This is an optimization exercise on Yosys and OpenROAD, whose aim is small area, a short achievable clock period and few clock cycles per item, not a production implementation.
The RTL was checked by simulation tests, not by an equivalence proof against the original design.
Power is estimated from default activity; no workload was simulated.

$ cat config.mk
export PLATFORM = sky130hd
export DESIGN_NAME = double_ended_indexed_array
export DESIGN_NICKNAME = double_ended_indexed_array
export VERILOG_FILES = /design/flow/design.v
export SDC_FILE = /design/flow/constraint.sdc
export NUM_CORES = 4
export LEC_CHECK = 0
export CAP_MARGIN = 20
export CORE_MARGIN = 2
export CORE_UTILIZATION = 50
export CTS_CLUSTER_DIAMETER = 150
export CTS_CLUSTER_SIZE = 24
export PLACE_DENSITY = 0.6
export SETUP_SLACK_MARGIN = 3.8
export SLEW_MARGIN = 20
$ cat constraint.sdc
create_clock -name core_clock -period 7.0 [get_ports {clk}]
set_input_delay 1.4000 -clock core_clock [delete_from_list [all_inputs] [get_ports {clk}]]
set_output_delay 1.4000 -clock core_clock [all_outputs]
set_load 0.01 [all_outputs]
$ cat design.v
package dea_pkg;
  localparam int DEA_CAPACITY   = 128;
  localparam int DEA_WORD_WIDTH = 32;
  localparam int FUNC_W  = 4;
  localparam int INDEX_W = 8;
  localparam int VALUE_W = 32;
  localparam int DATA_W  = 32;
  localparam int COUNT_W = 9;
  localparam logic [3:0] FN_PUSH_BACK  = 4'd0;
  localparam logic [3:0] FN_PUSH_FRONT = 4'd1;
  localparam logic [3:0] FN_POP_BACK   = 4'd2;
  localparam logic [3:0] FN_POP_FRONT  = 4'd3;
  localparam logic [3:0] FN_PEEK_BACK  = 4'd4;
  localparam logic [3:0] FN_PEEK_FRONT = 4'd5;
  localparam logic [3:0] FN_GET        = 4'd6;
  localparam logic [3:0] FN_SET        = 4'd7;
  localparam logic [3:0] FN_CLEAR      = 4'd8;
endpackage
module dea_ctrl (
  input  logic          clk,
  input  logic          rst,
  input  logic          op_v,
  input  logic [8:0]    op_f,
  input  logic [7:0]    op_i,
  output logic          we,
  output logic [6:0]    waddr,
  output logic [15:0]   rsel_lo,
  output logic [7:0]    rsel_hi,
  output logic          res_ok,
  output logic [7:0]    res_count,
  output logic          res_empty
);
  logic [6:0] front, back;    
  logic [7:0] fill;
  logic       is_empty;
  logic [6:0] front_n, back_n;
  logic [7:0] fill_n;
  logic [6:0] addr;
  logic       hit, wr, rd;
  wire full   = fill[7];
  wire idx_in = (op_i < fill);
  wire pb = op_f[0], pf = op_f[1], ob = op_f[2], of = op_f[3];
  wire kb = op_f[4], kf = op_f[5], gt = op_f[6], st = op_f[7], cl = op_f[8];
  wire push_ok = (pb | pf) & ~full;
  wire pop_ok  = (ob | of) & ~is_empty;
  wire peek_ok = (kb | kf) & ~is_empty;
  wire idx_ok  = (gt | st) & idx_in;
  wire [6:0] front_m1 = front - 7'd1;
  wire [6:0] front_p1 = front + 7'd1;
  wire [6:0] back_m1  = back - 7'd1;
  wire [6:0] back_p1  = back + 7'd1;
  wire [6:0] front_ix = front + op_i[6:0];
  always_comb begin
    addr = ({7{pb}} & back) | ({7{pf}} & front_m1) | ({7{ob | kb}} & back_m1) |
           ({7{of | kf}} & front) | ({7{gt | st}} & front_ix);
    hit  = push_ok | pop_ok | peek_ok | idx_ok | cl;
    wr   = (push_ok | (st & idx_in));
    rd   = op_v & (pop_ok | peek_ok | (gt & idx_in));
    front_n = front;
    back_n  = back;
    fill_n  = fill;
    if (cl) begin
      front_n = '0;
      back_n  = '0;
      fill_n  = '0;
    end
    if (push_ok) fill_n = fill + 8'd1;
    if (pop_ok)  fill_n = fill - 8'd1;
    if (pb & ~full)     back_n  = back_p1;
    if (pf & ~full)     front_n = front_m1;
    if (ob & ~is_empty) back_n  = back_m1;
    if (of & ~is_empty) front_n = front_p1;
  end
  always_ff @(posedge clk) begin
    if (rst) begin
      front    <= '0;
      back     <= '0;
      fill     <= '0;
      is_empty <= 1'b1;
    end else if (op_v) begin
      front    <= front_n;
      back     <= back_n;
      fill     <= fill_n;
      is_empty <= (fill_n == 8'd0);
    end
  end
  always_comb begin
    for (int k = 0; k < 128; k++) begin
    end
  end
  always_comb begin
    for (int k = 0; k < 16; k++) rsel_lo[k] = rd && (addr[3:0] == 4'(k));
    for (int k = 0; k < 8; k++)  rsel_hi[k] = (addr[6:4] == 3'(k));
  end
  assign we        = op_v && wr;
  assign waddr     = addr;
  assign res_ok    = hit;
  assign res_count = fill_n;
  assign res_empty = (fill_n == 8'd0);
endmodule
module dea_datapath (
  input  logic          clk,
  input  logic          rst,
  input  logic          we,
  input  logic [6:0]    waddr,
  input  logic [31:0]   wdata,
  input  logic          res_v,
  input  logic [15:0]   rsel_lo,
  input  logic [7:0]    rsel_hi,
  input  logic          res_ok,
  input  logic [7:0]    res_count,
  input  logic          res_empty,
  output logic          out_valid,
  input  logic          out_stall,
  output logic [31:0]   data,
  output logic          ok,
  output logic [7:0]    count,
  output logic          empty_res
);
  localparam int QW = 42;
  localparam int QD = 3;
  logic [127:0][31:0] mem;
  logic        w_en;
  logic [6:0]  w_addr;
  logic [31:0] w_data;
  always_ff @(posedge clk) begin
    w_en   <= we;
    w_addr <= waddr;
    w_data <= wdata;
  end
  always_ff @(posedge clk) begin
    for (int k = 0; k < 128; k++) begin
      if (w_en && w_addr == 7'(k)) mem[k] <= w_data;
    end
  end
  logic         m_v;
  logic [15:0]  m_lo;
  logic [7:0]   m_hi;
  logic [7:0][31:0] m_grp;
  logic         m_ok;
  logic [7:0]   m_count;
  logic         m_empty;
  logic [31:0]  m_data;
  always_ff @(posedge clk) begin
    if (rst) m_v <= 1'b0;
    else     m_v <= res_v;
    m_lo    <= rsel_lo;
    m_hi    <= rsel_hi;
    m_ok    <= res_ok;
    m_count <= res_count;
    m_empty <= res_empty;
  end
  always_comb begin
    m_data = '0;
    for (int g = 0; g < 8; g++) begin
      m_grp[g] = '0;
      for (int j = 0; j < 16; j++) begin
        m_grp[g] = m_grp[g] | (mem[16*g+j] & {32{m_lo[j]}});
      end
      m_data = m_data | (m_grp[g] & {32{m_hi[g]}});
    end
  end
  logic [QD-1:0][QW-1:0] q;
  logic [QD-1:0]         qv;      
  logic [QW-1:0]         din;
  logic                  pop;
  assign din = {m_data, m_ok, m_count, m_empty};
  assign pop = qv[0] && !out_stall;
  always_ff @(posedge clk) begin
    if (rst) begin
      qv <= '0;
    end else begin
      for (int k = 0; k < QD; k++) begin
        if (pop) begin
          qv[k] <= (k < QD-1) ? (qv[k+1] | (m_v & qv[k])) : (m_v & qv[k]);
        end else begin
          qv[k] <= qv[k] | (m_v & ((k == 0) ? 1'b1 : qv[k-1]));
        end
      end
    end
  end
  always_ff @(posedge clk) begin
    for (int k = 0; k < QD; k++) begin
      if (rst && k == 0) begin
        q[k] <= '0;
      end else if (pop) begin
        if (m_v && qv[k] && !((k < QD-1) ? qv[k+1] : 1'b0)) q[k] <= din;
        else if (k < QD-1)                                 q[k] <= q[k+1];
      end else begin
        if (m_v && !qv[k] && ((k == 0) ? 1'b1 : qv[k-1]))  q[k] <= din;
      end
    end
  end
  assign out_valid = qv[0];
  assign {data, ok, count, empty_res} = q[0];
endmodule
module double_ended_indexed_array #(
  parameter int CAPACITY   = dea_pkg::DEA_CAPACITY,
  parameter int WORD_WIDTH = dea_pkg::DEA_WORD_WIDTH
) (
  input  logic                         clk,
  input  logic                         rst,
  input  logic                         in_valid,
  output logic                         in_stall,
  input  logic [dea_pkg::FUNC_W-1:0]   func,
  input  logic [dea_pkg::INDEX_W-1:0]  index,
  input  logic [dea_pkg::VALUE_W-1:0]  value,
  output logic                         out_valid,
  input  logic                         out_stall,
  output logic [dea_pkg::DATA_W-1:0]   data,
  output logic                         ok,
  output logic [dea_pkg::COUNT_W-1:0]  count,
  output logic                         empty_res
);
  logic        stall_q;
  logic [1:0]  pend;       
  logic [1:0]  pend_n;
  logic        acc, take;
  logic [8:0]  op_f;       
  assign acc  = in_valid && !stall_q && !rst;
  assign take = out_valid && !out_stall;
  assign in_stall = stall_q;
  always_comb begin
    pend_n = pend;
    if (acc && !take)      pend_n = pend + 2'd1;
    else if (!acc && take) pend_n = pend - 2'd1;
    for (int n = 0; n < 9; n++) op_f[n] = (func == 4'(n));
  end
  always_ff @(posedge clk) begin
    if (rst) begin
      pend    <= '0;
      stall_q <= 1'b0;
    end else begin
      pend    <= pend_n;
      stall_q <= (pend_n == 2'd3);
    end
  end
  logic         we;
  logic [6:0]   waddr;
  logic [15:0]  rsel_lo;
  logic [7:0]   rsel_hi;
  logic         res_ok, res_empty;
  logic [7:0]   res_count;
  logic [7:0]   count8;
  dea_ctrl u_ctrl (
    .clk       (clk),
    .rst       (rst),
    .op_v      (acc),
    .op_f      (op_f),
    .op_i      (index),
    .we        (we),
    .waddr     (waddr),
    .rsel_lo   (rsel_lo),
    .rsel_hi   (rsel_hi),
    .res_ok    (res_ok),
    .res_count (res_count),
    .res_empty (res_empty)
  );
  dea_datapath u_datapath (
    .clk       (clk),
    .rst       (rst),
    .we        (we),
    .waddr     (waddr),
    .wdata     (value),
    .res_v     (acc),
    .rsel_lo   (rsel_lo),
    .rsel_hi   (rsel_hi),
    .res_ok    (res_ok),
    .res_count (res_count),
    .res_empty (res_empty),
    .out_valid (out_valid),
    .out_stall (out_stall),
    .data      (data),
    .ok        (ok),
    .count     (count8),
    .empty_res (empty_res)
  );
  assign count = {1'b0, count8};
endmodule
$ cat run.sh
#!/bin/bash
# synth_recipe.tcl (not shown) runs the flow's synth.tcl, then flattens the netlist and writes it again
# the make line also repeats each setting of config.mk as NAME=value (left out here)
make -C /OpenROAD-flow-scripts/flow DESIGN_CONFIG=/design/flow/config.mk WORK_HOME=/design/flow/orfs CLKGATE_MAP_FILE= SYNTH_SCRIPT=/design/flow/synth_recipe.tcl finish
==> results of run 1 <==
## area by class of cell
type,instances,area [µm²]
multi-input combinational,3196,26500
inverter,53,201
sequential,4326,129000
timing repair buffer,487,5030
clock inverter,10,169
clock buffer,301,5530
antenna,20,50.0
tap,4140,5180
fill,23600,140000
## state kept, by name, indices dropped and copies added, names as in the netlist
register and count:
pend 2, stall_q 1, u_ctrl.back 7, u_ctrl.fill 8, u_ctrl.front 7, u_ctrl.is_empty 1, u_datapath.m_count 8, u_datapath.m_empty 1
u_datapath.m_hi 8, u_datapath.m_lo 16, u_datapath.m_ok 1, u_datapath.m_v 1, u_datapath.mem 4096, u_datapath.q 126, u_datapath.qv 3, u_datapath.w_addr 7
u_datapath.w_data 32, u_datapath.w_en 1
## routing by layer
| layer | GRT usage [%] | wire (µm) | share of wire (%) | up-vias |
|---|---|---|---|---|
| met1 | 45.7 | 197000 | 38 | 47800 |
| met3 | 7.14 | 69200 | 13 | 805 |
| met5 | 0 | 104 | 0.020 | - |
| met4 | 9.82 | 19100 | 3.7 | 16 |
| met2 | 48.3 | 232000 | 45 | 6582 |
| li1 | - | - | - | 35100 |
## per-stage QoR
| step | hold WS, ns | std cells |
|---|---|---|
| 2_1_floorplan | 0.424 | 8154 |
| 3_3_place_gp | 0.454 | 12100 |
| 3_5_place_dp | 0.462 | 12100 |
| 4_1_cts | 0.484 | 12500 |
| 5_1_grt | 0.501 | 12500 |
| 6_report | 0.477 | 12500 |
## power by group through the flow
| stage | sequential [mW] | clock (mW) | combinational (mW) |
|---|---|---|---|
| floorplan | 29.2 | 0 | 0.284 |
| global placement | 29.2 | 0 | 0.749 |
| detailed placement | 29.2 | 0 | 0.770 |
| CTS | 28.6 | 13.5 | 0.776 |
| global route | 28.6 | 14.4 | 0.836 |
| finish | 28.6 | 13.5 | 0.803 |
## logic make-up (layout without fill, tap and decap cells)
family	Yosys count	in the layout	share of synthesized area [%]
other cells	1	21	0.00240
buf+inv	634	851	1.73
mux	24	24	0.162
flops	4326	4326	82.2
xor+xnor	17	17	0.0953
fa+ha+maj	20	20	0.165
simple gates	712	714	2.53
compound gates	2420	2420	13.1
## worst min path at each step
stage / to / slack (ns)
after floorplan: u_datapath.q[84]$_DFFE_PP_ / 0.42
after global placement: u_datapath.q[37]$_SDFFE_PP0P_ / 0.45
after detailed placement: u_datapath.q[28]$_SDFFE_PP0P_ / 0.46
after CTS: u_datapath.q[37]$_SDFFE_PP0P_ / 0.48
after global routing: u_datapath.q[32]$_SDFFE_PP0P_ / 0.50
final: u_datapath.q[32]$_SDFFE_PP0P_ / 0.48
## layout by cell type, fill, tap and decap left out, types with 25 or more instances in the layout
master / Yosys / final
a21oi_1: 67 / 67
nor2_4: 1 / 126
o21ai_1: 36 / 37
dfxtp_1: 146 / 55
dlygate4sd2_1: 0 / 42
dfxtp_4: 0 / 81
clkdlybuf4s50_1: 0 / 44
a22oi_2: 0 / 65
nand2_1: 64 / 60
a221oi_1: 1029 / 1029
nand4_1: 260 / 260
a22oi_1: 164 / 99
a211oi_1: 25 / 25
clkbuf_16: 0 / 215
buf_4: 45 / 307
edfxtp_1: 4180 / 4180
nor2_1: 212 / 85
and4_1: 34 / 28
clkbuf_1: 356 / 94
inv_1: 50 / 50
buf_12: 0 / 46
a22o_1: 1027 / 1026
## worst min-delay path, delay by kind of cell (launching register included)
| kind | cells | cell delay (ns) |
|---|---|---|
| AO/OA/AOI/OAI | 2 | 0.13 |
| flip-flops | 1 | 0.33 |
## timing repair
action,CTS,global route
gates resized for setup,186,41
buffers inserted,38,39
hold endpoints to repair,0,0
cloned,6,8
endpoints found under the setup margin,592,263
hold buffers,0,0
pin swaps,28,23
==> impl_metrics.csv, run 1 <==
group,metric,value,unit
worst_hold_path,hp-start,"u_datapath.q[74]$_DFFE_PP_",
pwr,swShare,20.5,%
cells_and_area,fin_nets,8335,
die,fp.coreArea,0.311,mm²
placement,placed_cell_area,0.164,mm²
worst_hold_path,min_path_type,"flop to flop",
setup_path,r2r_cells,2,
yosys,async_flop_share,0,%
setup_path,critPathBufInv,0,
cts,cts-root-buf,"clkbuf_16",
setup_path,cp_max_fo,17,
placement,port-buffer-count,91,
setup_path,cp-start-kind,"flop",
pwr,clockPowerShare,31.4,%
placement,pre_cts_ws,2.19,ns
timing,hold_viol,0,
setup_path,cp.depth,2,
timing,fin_crit,3.36,ns
cts,clock_sinks,4326,
timing,drv_slew,0,
job,max_cap_violations,0,
timing,fin_crit_sh,48.0,%
detailed_routing,vias,90200,
setup_path,cpMaxStageDelayCell,"nor2_2",
yosys,synthCells,8154,
cts,cts_tree,"yes",
yosys,avgSynthCellArea,19.2,µm²
global_route,grt_util_all_layers,31.7,%
pwr,switching_power,8.79,mW
yosys,synth_nets,8222,
global_route,grt.overflow.total,0,
setup_path,end_kind,"flop",
timing,fin_worst_skew,0.0647,ns
detailed_routing,routedWlPerCell,41.3,µm
setup_path,crit_chain,"or3b_2 > nor2_2",
cells_and_area,area_growth,9.71,%
yosys,yosysTopAreaCellShare,80.3,%
die,chipHeight,563,µm
placement,place_congestion,0.880,
detailed_routing,wirelength,518,mm
cts,cts_buffers,203,
worst_hold_path,hold_depth,2,
yosys,synthFlopType,"edfxtp_1",
pwr,p_total,42.9,mW
timing,rsz0062_at_grt,"yes",
setup_path,crit_arrival,3.92,ns
timing,worst_slew_pin_slew,1.18,ns
detailed_routing,dr.pass1.iters,6,
setup_path,r2r_end,"u_datapath.mem[1388]$_DFFE_PP_",
die,core.rowCount,205,
pwr,pwr_density_cell,250,mW/mm²
timing,setup_ws,3.64,ns
cells_and_area,fin_util,55.1,%
cts,clock_path_buffers,4,
yosys,synth_common_cells,"4180 x edfxtp_1, 1029 x a221oi_1, 1027 x a22o_1",
cts,insertion_delay,0.97,ns
global_route,grt_max_degree,99,
pwr,leakagePower,52.1,nW
timing,finalSetupViolations,0,
global_route,grt_pass1_vias,83900,
detailed_routing,vias_per_cell,7.20,
global_route,antenna_found_initial,46,
setup_path,rr_startpoint,"u_datapath.w_addr[5]$_DFF_P_",
yosys,yosys.area.top_type,"edfxtp_1",
yosys,syn_area,0.156,mm²
yosys,synth_most_common_cell,"edfxtp_1",
pwr,intPower,34.1,mW
cells_and_area,fin_area,0.171,mm²
cts,cts.htree.levels,4,
die,die-area,0.317,mm²
die,ios,93,
timing,slew_headroom,21.0,%
setup_path,path_class,"flop to flop",
placement,hpwlAfterDp,260,mm
cells_and_area,final_layout_size_suffix_gt1_share,11.6,%
setup_path,cp_slowest_stage_delay,1.02,ns
yosys,ys_ff_latch,4326,
detailed_routing,drt_iter0_drc,16100,
timing,max_freq,0.297,GHz
pwr,ir_drop,0.220,mV
pwr,power_frac_comb,1.9,%
yosys,synth.distinct_cells,84,
yosys,synth_edf_count,4180,
setup_path,cp-endpoint,"u_datapath.mem[1388]$_DFFE_PP_",
detailed_routing,drcViolationCount,0,
setup_path,required,7.55,ns
yosys,ys_seq_area_share,82.2,%
detailed_routing,drt.antenna.violating_nets,0,
timing,tns,0,ns
status,run_status,"finished clean",
yosys,yosysWarnings,3,
setup_path,cp-startpoint,"u_datapath.w_addr[5]$_DFF_P_",
global_route,grt_pass1_wl,695,mm
cts,clk_pin_slew,0.10,ns
yosys,synth_area_leaders,"edfxtp_1 80%, a221oi_1 5.8%, a22o_1 5.8%, dfxtp_1 1.9%, nand4_1 1.0%",
setup_path,r2r_slack,3.64,ns
pwr,p_seq_share,66.7,%
die,die_width,563,µm
die,start_util,50.2,%
setup_path,critPathTopFamily,"simple AND/OR/NAND/NOR gates",
Testbench counts, summed over its fixed seeds: cycles 24,016, ops 24,000.
==> run 2, diff against run 1 <==
--- a/design.v
+++ b/design.v
@@ -122,8 +122,8 @@
   logic [127:0][31:0] mem;
-  logic        w_en;
-  logic [6:0]  w_addr;
+  logic [15:0] w_lo;      
+  logic [7:0]  w_hi;      
   logic [31:0] w_data;
   always_ff @(posedge clk) begin
-    w_en   <= we;
-    w_addr <= waddr;
+    for (int k = 0; k < 16; k++) w_lo[k] <= we && (waddr[3:0] == 4'(k));
+    for (int k = 0; k < 8; k++)  w_hi[k] <= (waddr[6:4] == 3'(k));
     w_data <= wdata;
@@ -132,3 +132,3 @@
     for (int k = 0; k < 128; k++) begin
-      if (w_en && w_addr == 7'(k)) mem[k] <= w_data;
+      if (w_lo[k % 16] && w_hi[k / 16]) mem[k] <= w_data;
     end
==> run 2 against run 1 <==
Cell count grew 0.38%. Maximum frequency shrank 5.4%. Clock skew shrank 0.020 ns. Critical endpoint is now u_datapath.q[68]$_DFFE_PP_. Routed wire length grew 5.0%. Count of clock-buffer cells in the layout shrank 39. Non-clock buffer count grew 76. Sequential cell count grew 8. Area after synthesis is essentially flat. Sequential power is essentially flat. Design area grew 0.78%. Total power is essentially flat.
==> impl_metrics.csv, run 2 <==
group,metric,value,unit
yosys,synthCells,8126,
status,run_status,"finished clean",
cells_and_area,final_layout_size_suffix_gt1_share,13.5,%
timing,rsz0062_at_grt,"yes",
detailed_routing,wirelength,544,mm
cells_and_area,regMostFlops,"u_datapath.mem",
cells_and_area,multi_input_area,0.0264,mm²
cts,cts.htree.levels,4,
cells_and_area,area_growth,10.6,%
timing,setup_ws,3.45,ns
setup_path,cp-start-kind,"flop",
setup_path,path_class,"flop to flop",
timing,fin_crit,3.55,ns
yosys,synth_nets,8194,
cells_and_area,fin_util,55.5,%
placement,place_congestion,0.920,
yosys,synthFlopType,"edfxtp_1",
placement,port-buffer-count,91,
cts,cts-root-buf,"clkbuf_16",
setup_path,required,7.69,ns
detailed_routing,vias,91000,
yosys,synth_common_cells,"4180 x edfxtp_1, 1026 x a221oi_1, 1025 x a22o_1",
global_route,grt_pass1_vias,83400,
cells_and_area,fin_nets,8382,
detailed_routing,vias_per_cell,7.23,
die,die-area,0.317,mm²
cts,cts_hold_buf,0,
die,ios,93,
placement,pre_cts_ws,2.64,ns
cts,clock_sinks,4334,
yosys,synth.distinct_cells,72,
global_route,grt_max_degree,97,
yosys,synth_edf_count,4180,
pwr,ir_drop,0.209,mV
global_route,grt.overflow.total,0,
job,max_cap_violations,0,
pwr,p_total,42.8,mW
yosys,ys_ff_latch,4334,
detailed_routing,drcViolationCount,0,
cts,clock_path_buffers,4,
die,chipHeight,563,µm
cells_and_area,largest_register_ffs,4096,
yosys,avgSynthCellArea,19.2,µm²
die,fp.coreArea,0.311,mm²
timing,hold_ws,0.476,ns
yosys,ys_seq_area_share,82.3,%
die,die_width,563,µm
cells_and_area,final_cell_mix,"4180 x edfxtp_1, 1025 x a22o_1, 947 x a221oi_1",
global_route,grt_pass1_wl,720,mm
timing,fin_crit_sh,50.8,%
yosys,synth_area_leaders,"edfxtp_1 80%, a221oi_1 5.8%, a22o_1 5.7%, dfxtp_1 2.0%, clkbuf_1 1.1%",
setup_path,crit_arrival,4.24,ns
timing,hold_viol,0,
detailed_routing,routedWlPerCell,43.2,µm
timing,drv_slew,0,
setup_path,cp_max_fo,57,
cts,insertion_delay,0.95,ns
detailed_routing,dr.pass1.iters,6,
cts,clk_pin_slew,0.10,ns
timing,finalSetupViolations,0,
die,start_util,50.2,%
yosys,yosysTopAreaCellShare,80.3,%
detailed_routing,drt_iter0_drc,16600,
timing,fin_worst_skew,0.0452,ns
global_route,antenna_found_initial,66,
die,core.rowCount,205,
timing,tns,0,ns
timing,max_freq,0.281,GHz
pwr,pwr_density_cell,248,mW/mm²
yosys,synth_most_common_cell,"edfxtp_1",
detailed_routing,drt.antenna.violating_nets,0,
yosys,yosys.area.top_type,"edfxtp_1",
yosys,syn_area,0.156,mm²
cells_and_area,largestRegisters,"u_datapath.mem: 4096 flops, u_datapath.q: 126 flops, u_datapath.w_data: 32 flops",
timing,worst_slew_pin_slew,1.35,ns
yosys,yosysWarnings,3,
placement,hpwlAfterDp,280,mm
timing,slew_headroom,10.0,%
cells_and_area,fill_cells,23600,
cells_and_area,final_common_cell,"edfxtp_1",
cells_and_area,regArea,0.129,mm²
global_route,grt_util_all_layers,33.2,%
pwr,leakagePower,53.5,nW
worst_hold_path,min_path_type,"flop to flop",
cts,cts_buffers,203,
yosys,async_flop_share,0,%
setup_path,end_kind,"flop",
cts,cts_tree,"yes",
==> run 2: changes by cell type after synthesis, moves of 7 or more <==
cell	delta
dfxtp_1	+8
nand3b_1	-8
nand2_1	-25
and3_1	-9
clkbuf_1	+99
and2_1	+131
or3_1	+7
nor2_1	-123
o21ai_1	-36
buf_2	-96
o21ai_0	+43
nor3_1	+26
==> run 2: report_power, final <==
part | switching (mW) | internal, mW
sequential | 0.238 | 28.4
combinational | 0.644 | 0.186
clock | 7.92 | 5.43
==> run 2: metal layers <==
layer	share of wire (%)	track usage, %	vias to the layer above	wire, µm
met5	0.053	0	-	290
met4	4.7	14.2	42	25400
met3	13	7.85	949	70200
met2	45	50.4	6705	247000
met1	37	46.3	48100	201000
li1	-	-	35200	-
==> run 2: critical path, cell delays in order (launching register included) <==
cell	delay [ns]
dfxtp_4	0.39
buf_12	0.17
buf_16	0.38
a221oi_1	0.29
nand4_1	0.47
a22oi_2	0.73
and4_4	0.45
a21oi_2	0.07
==> run 2: worst paths after layout <==
check / startpoint / endpoint / slack [ns] / depth (start not counted)
worst max-delay path: u_datapath.m_lo[6]$_DFF_P_ / u_datapath.q[68]$_DFFE_PP_ / 3.45 / 7
worst max register to register: u_datapath.m_lo[6]$_DFF_P_ / u_datapath.q[68]$_DFFE_PP_ / 3.45 / 7
worst min-delay path: u_datapath.q[81]$_DFFE_PP_ / u_datapath.q[39]$_SDFFE_PP0P_ / 0.48 / 2
worst min register to register: u_datapath.q[81]$_DFFE_PP_ / u_datapath.q[39]$_SDFFE_PP0P_ / 0.48 / 2
==> run 2: cells by family after synthesis <==
group,Yosys count,synth area share [%]
AO/OA/AOI/OAI,2419,13.1
AND/OR/NAND/NOR,679,2.57
buffers and inverters,632,1.63
adder cells (fa/ha/maj),20,0.165
multiplexers,27,0.183
other,1,0.00240
XOR/XNOR,14,0.0785
flip-flops,4334,82.3
==> run 2: per-stage QoR <==
| step | area (µm²) | std cells |
|---|---|---|
| final | 173000 | 12600 |
| after global routing | 173000 | 12500 |
| after CTS | 171000 | 12500 |
| after detailed placement | 163000 | 12100 |
| after global placement | 163000 | 12100 |
| after floorplan | 156000 | 8126 |
==> run 2: what timing repair did <==
action | in CTS | in global routing
buffers inserted | 69 | 47
cloned | 22 | 14
setup endpoints to repair | 142 | 94
pin swaps | 76 | 111
resized for setup | 269 | 167
==> run 2: layout make-up <==
cell class / count / share of cell area [%]
multi-input cells: 3160 / 15.3
flip-flops and latches: 4334 / 74.6
clock buffers: 262 / 3.08
clock inverters: 13 / 0.122
repair buffers: 563 / 3.76
inverters: 52 / 0.113
well taps: 4140 / 3.00
diodes: 57 / 0.0826
Testbench counts of run 2, summed over its fixed seeds: cycles 24,016, ops 24,000.
==> run 3, diff against run 2 <==
--- a/design.v
+++ b/design.v
@@ -122,8 +122,8 @@
   logic [127:0][31:0] mem;
-  logic [15:0] w_lo;      
-  logic [7:0]  w_hi;      
+  logic        w_en;
+  logic [6:0]  w_addr;
   logic [31:0] w_data;
   always_ff @(posedge clk) begin
-    for (int k = 0; k < 16; k++) w_lo[k] <= we && (waddr[3:0] == 4'(k));
-    for (int k = 0; k < 8; k++)  w_hi[k] <= (waddr[6:4] == 3'(k));
+    w_en   <= we;
+    w_addr <= waddr;
     w_data <= wdata;
@@ -132,3 +132,3 @@
     for (int k = 0; k < 128; k++) begin
-      if (w_lo[k % 16] && w_hi[k / 16]) mem[k] <= w_data;
+      if (w_en && w_addr == 7'(k)) mem[k] <= w_data;
     end
@@ -138,3 +138,2 @@
   logic [7:0]   m_hi;
-  logic [7:0][31:0] m_grp;
   logic         m_ok;
@@ -152,11 +151,22 @@
   end
+  logic [7:0][5:0][31:0] n_l1;
+  logic [7:0][1:0][31:0] p_l1;
+  logic [7:0][31:0]      n_grp;
+  for (genvar g = 0; g < 8; g++) begin : g_grp
+    for (genvar t = 0; t < 5; t++) begin : g_aoi
+      dea_aoi222 u_aoi (
+        .a0 (mem[16*g+3*t]),   .s0 ({32{m_lo[3*t]}}),
+        .a1 (mem[16*g+3*t+1]), .s1 ({32{m_lo[3*t+1]}}),
+        .a2 (mem[16*g+3*t+2]), .s2 ({32{m_lo[3*t+2]}}),
+        .y  (n_l1[g][t])
+      );
+    end
+    assign n_l1[g][5] = ~(mem[16*g+15] & {32{m_lo[15]}});
+    assign p_l1[g][0] = ~(n_l1[g][0] & n_l1[g][1] & n_l1[g][2]);
+    assign p_l1[g][1] = ~(n_l1[g][3] & n_l1[g][4] & n_l1[g][5]);
+    assign n_grp[g]   = ~((p_l1[g][0] | p_l1[g][1]) & {32{m_hi[g]}});
+  end
   always_comb begin
     m_data = '0;
-    for (int g = 0; g < 8; g++) begin
-      m_grp[g] = '0;
-      for (int j = 0; j < 16; j++) begin
-        m_grp[g] = m_grp[g] | (mem[16*g+j] & {32{m_lo[j]}});
-      end
-      m_data = m_data | (m_grp[g] & {32{m_hi[g]}});
-    end
+    for (int g = 0; g < 8; g++) m_data = m_data | ~n_grp[g];
   end
@@ -195,2 +205,8 @@
   assign {data, ok, count, empty_res} = q[0];
+endmodule
+module dea_aoi222 (
+  input  logic [31:0] a0, s0, a1, s1, a2, s2,
+  output logic [31:0] y
+);
+  assign y = ~((a0 & s0) | (a1 & s1) | (a2 & s2));
 endmodule
--- a/config.mk
+++ b/config.mk
@@ -9,7 +9,9 @@
 export CORE_MARGIN = 2
-export CORE_UTILIZATION = 50
+export CORE_UTILIZATION = 55
 export CTS_CLUSTER_DIAMETER = 150
 export CTS_CLUSTER_SIZE = 24
-export PLACE_DENSITY = 0.6
+export PLACE_DENSITY = 0.65
 export SETUP_SLACK_MARGIN = 3.8
 export SLEW_MARGIN = 20
+export SYNTH_HIERARCHICAL = 1
+export SYNTH_MINIMUM_KEEP_SIZE = 0
==> run 3 against run 2 <==
Core utilization up 5.8 points. Design area down 2.8%. Critical path depth stayed put. Register-to-register slack better by 0.27 ns. Clock skew increased by 0.019 ns. Count of clock-buffer cells in the layout is 51 higher. Via count is 5.1% lower. Routed wire length shrank 15%.
==> impl_metrics.csv, run 3 <==
group,metric,value,unit
detailed_routing,vias,86300,
yosys,syn_area,0.152,mm²
pwr,ir_drop,0.294,mV
cts,cts_buffers,202,
yosys,synth.distinct_cells,78,
cts,cts.htree.levels,4,
timing,finalSetupViolations,0,
cells_and_area,fin_util,61.3,%
cells_and_area,regArea,0.129,mm²
yosys,yosys.area.top_type,"edfxtp_1",
timing,drv_slew,0,
die,die-area,0.280,mm²
cts,cts-root-buf,"clkbuf_16",
yosys,synth_common_cells,"4180 x edfxtp_1, 1282 x a222oi_1, 312 x nand2_1",
placement,hpwlAfterDp,245,mm
global_route,grt_pass1_wl,630,mm
die,start_util,55.4,%
cells_and_area,largestRegisters,"u_datapath.mem: 4096 flops, u_datapath.q: 126 flops, u_datapath.w_data: 32 flops",
cells_and_area,final_layout_size_suffix_gt1_share,11.2,%
yosys,yosysWarnings,9,
yosys,synth_edf_count,4180,
yosys,synthFlopType,"edfxtp_1",
global_route,grt.overflow.total,0,
timing,tns,0,ns
timing,hold_viol,0,
pwr,power_frac_comb,1.7,%
detailed_routing,dr.pass1.iters,13,
detailed_routing,drt.antenna.violating_nets,0,
setup_path,required,7.65,ns
cells_and_area,fin_nets,8042,
pwr,pwr_density_cell,253,mW/mm²
timing,fin_crit_sh,46.9,%
cells_and_area,area_growth,10.6,%
placement,port-buffer-count,91,
setup_path,cp_max_fo,71,
setup_path,r2r_cells,7,
timing,hold_ws,0.483,ns
die,chipHeight,529,µm
timing,slew_headroom,20.6,%
yosys,synth_most_common_cell,"edfxtp_1",
placement,place_congestion,0.872,
timing,worst_slew_pin_slew,1.19,ns
pwr,swShare,20.1,%
die,ios,93,
pwr,intPower,34.0,mW
yosys,ys_seq_area_share,84.6,%
detailed_routing,drcViolationCount,0,
yosys,avgSynthCellArea,20.3,µm²
cts,clock_path_buffers,4,
detailed_routing,drt_iter0_drc,20200,
placement,placed_cell_area,0.160,mm²
cts,clock_sinks,4326,
yosys,synth_nets,7532,
cells_and_area,final_common_cell,"edfxtp_1",
yosys,synthCells,7464,
setup_path,cp-start-kind,"flop",
timing,rsz0062_at_grt,"yes",
global_route,grt_pass1_vias,81100,
cells_and_area,fin_area,0.168,mm²
timing,max_freq,0.305,GHz
pwr,p_seq_share,67.3,%
worst_hold_path,hold_depth,2,
global_route,grt_max_degree,108,
setup_path,path_class,"flop to flop",
yosys,synth_area_leaders,"edfxtp_1 83%, a222oi_1 8.5%, dfxtp_1 1.9%, and3_1 1.1%, nand4_1 1.1%",
job,max_cap_violations,0,
die,core.rowCount,192,
timing,fin_worst_skew,0.0640,ns
yosys,async_flop_share,0,%
cells_and_area,regMostFlops,"u_datapath.mem",
cts,insertion_delay,0.95,ns
timing,fin_crit,3.28,ns
worst_hold_path,min_path_type,"flop to flop",
pwr,leakagePower,50.1,nW
global_route,grt_util_all_layers,32.1,%
setup_path,end_kind,"flop",
die,die_width,529,µm
detailed_routing,routedWlPerCell,39.4,µm
cells_and_area,largest_register_ffs,4096,
pwr,switching_power,8.53,mW
die,fp.coreArea,0.274,mm²
detailed_routing,wirelength,464,mm
cells_and_area,multi_input_area,0.0238,mm²
detailed_routing,vias_per_cell,7.32,
cts,cts_tree,"yes",
yosys,ys_ff_latch,4326,
pwr,p_total,42.5,mW
cells_and_area,fill_cells,19100,
yosys,yosysTopAreaCellShare,82.7,%
pwr,clockPowerShare,31.0,%
setup_path,crit_arrival,3.94,ns
cells_and_area,final_cell_mix,"4180 x edfxtp_1, 1282 x a222oi_1, 312 x nand2_1",
cts,clk_pin_slew,0.10,ns
global_route,antenna_found_initial,29,
cts,cts_hold_buf,0,
status,run_status,"finished clean",
-- run 3: path summary, 6_finish.rpt --
kind | from | to | slack (ns)
max | u_datapath.m_lo[8]$_DFF_P_ | u_datapath.q[83]$_DFFE_PP_ | 3.72
min reg2reg | u_datapath.q[59]$_DFFE_PP_ | u_datapath.q[17]$_SDFFE_PP0P_ | 0.48
max reg2reg | u_datapath.m_lo[8]$_DFF_P_ | u_datapath.q[83]$_DFFE_PP_ | 3.72
min | u_datapath.q[59]$_DFFE_PP_ | u_datapath.q[17]$_SDFFE_PP0P_ | 0.48
-- run 3: final cells by class --
class                      count  area share (%)
antenna                       12          0.0179
tap                         3686            2.75
clock inverter                10          0.0902
clock buffer                 313            3.27
multi-input combinational   2927            14.2
timing repair buffer         459            2.92
inverter                      58           0.130
sequential                  4326            76.7
-- run 3: routing by layer --
layer / up-vias / track usage [%] / wire, µm
li1: 34500 / - / -
met1: 44300 / 44.8 / 162000
met2: 6704 / 49.7 / 215000
met3: 822 / 6.54 / 64300
met4: 12 / 13.7 / 22900
met5: - / 0 / 126
-- run 3: timing repair --
item / in CTS / in global routing
setup endpoints to repair: 171 / 119
setup buffers: 25 / 37
pin swaps: 18 / 49
endpoints found under the hold margin: 0 / 0
resized for setup: 178 / 65
cloned: 8 / 10
-- run 3: logic make-up (layout without fill, tap and decap cells) --
| kind of cell | after synthesis | after routing | synth area share (%) |
|---|---|---|---|
| flip-flops | 4326 | 4326 | 84.6 |
| AO/OA/AOI/OAI | 1661 | 1661 | 10.2 |
| AND/OR/NAND/NOR | 1211 | 1212 | 4.17 |
| buffers and inverters | 212 | 840 | 0.673 |
| adder cells (fa/ha/maj) | 20 | 20 | 0.170 |
| multiplexers | 19 | 19 | 0.135 |
| XOR/XNOR | 14 | 14 | 0.0808 |
| other | 1 | 13 | 0.00247 |
-- run 3: through the flow --
| step | worst slack, ns | cells |
|---|---|---|
| floorplan | 3.76 | 7464 |
| global placement | 2.46 | 11400 |
| detailed placement | 2.48 | 11400 |
| CTS | 3.55 | 11700 |
| global route | 3.57 | 11800 |
| finish | 3.72 | 11800 |
-- run 3: per-module statistics from Yosys (local to each module, per instance) --
module	cells	copies in the design
dea_datapath	5767	1
dea_ctrl	381	1
dea_aoi222	32	40
double_ended_indexed_array	36	1
-- run 3: critical path, stage by stage, from the launching register on --
cell and delay [ns]:
dfxtp_4 0.48, buf_12 0.23, a222oi_1 0.38, and3_4 0.27, nand4_1 0.42, a22oi_2 0.60, and4_4 0.31, a21oi_1 0.07
-- run 3: power groups by stage --
stage                     clock network, mW  registers (mW)  logic (mW)
final                                  13.2            28.6       0.742
after floorplan                           0            29.2       0.220
after global routing                   14.1            28.6       0.770
after detailed placement                  0            29.2       0.702
after global placement                    0            29.2       0.681
after CTS                              13.2            28.6       0.712
Testbench counts of run 3, summed over its fixed seeds: cycles 24,016, ops 24,000.

==> re-timing with driven ports <==
No port has a modelled driver above. Below, the same layouts with a new extraction and two added sets of constraints.
Step 1 sets driving cells, clkbuf_16 on the clock port and buf_2 on the other inputs (assumed; they add their load-dependent delay and slew).
Step 2 adds t to the input delays and takes it off the output delays; t is the mean of the earliest and latest rising clock arrival at the registers after step 1. Input paths then give back, and output paths get back, about the clock's delay inside the block.
a / b / c = ideal / step 1 / step 2; a / b = the first two.
run | shift t [ns] | setup WS [ns] | hold slack, ns | worst setup path at the end
run 1 | 1.052 | 3.638 / 3.638 / 2.990 | 0.477 / 0.477 / 0.477 | input to register
run 2 | 1.026 | 3.446 / 3.446 / 2.996 | 0.476 / 0.476 / 0.476 | input to register
run 3 | 1.020 | 3.718 / 3.718 / 2.849 | 0.483 / 0.483 / 0.483 | input to register
After both steps every run listed still meets setup and hold. For run 3, which loses most, drivers alone change the setup slack by 0.000 ns; drivers and shift together by -0.869 ns.
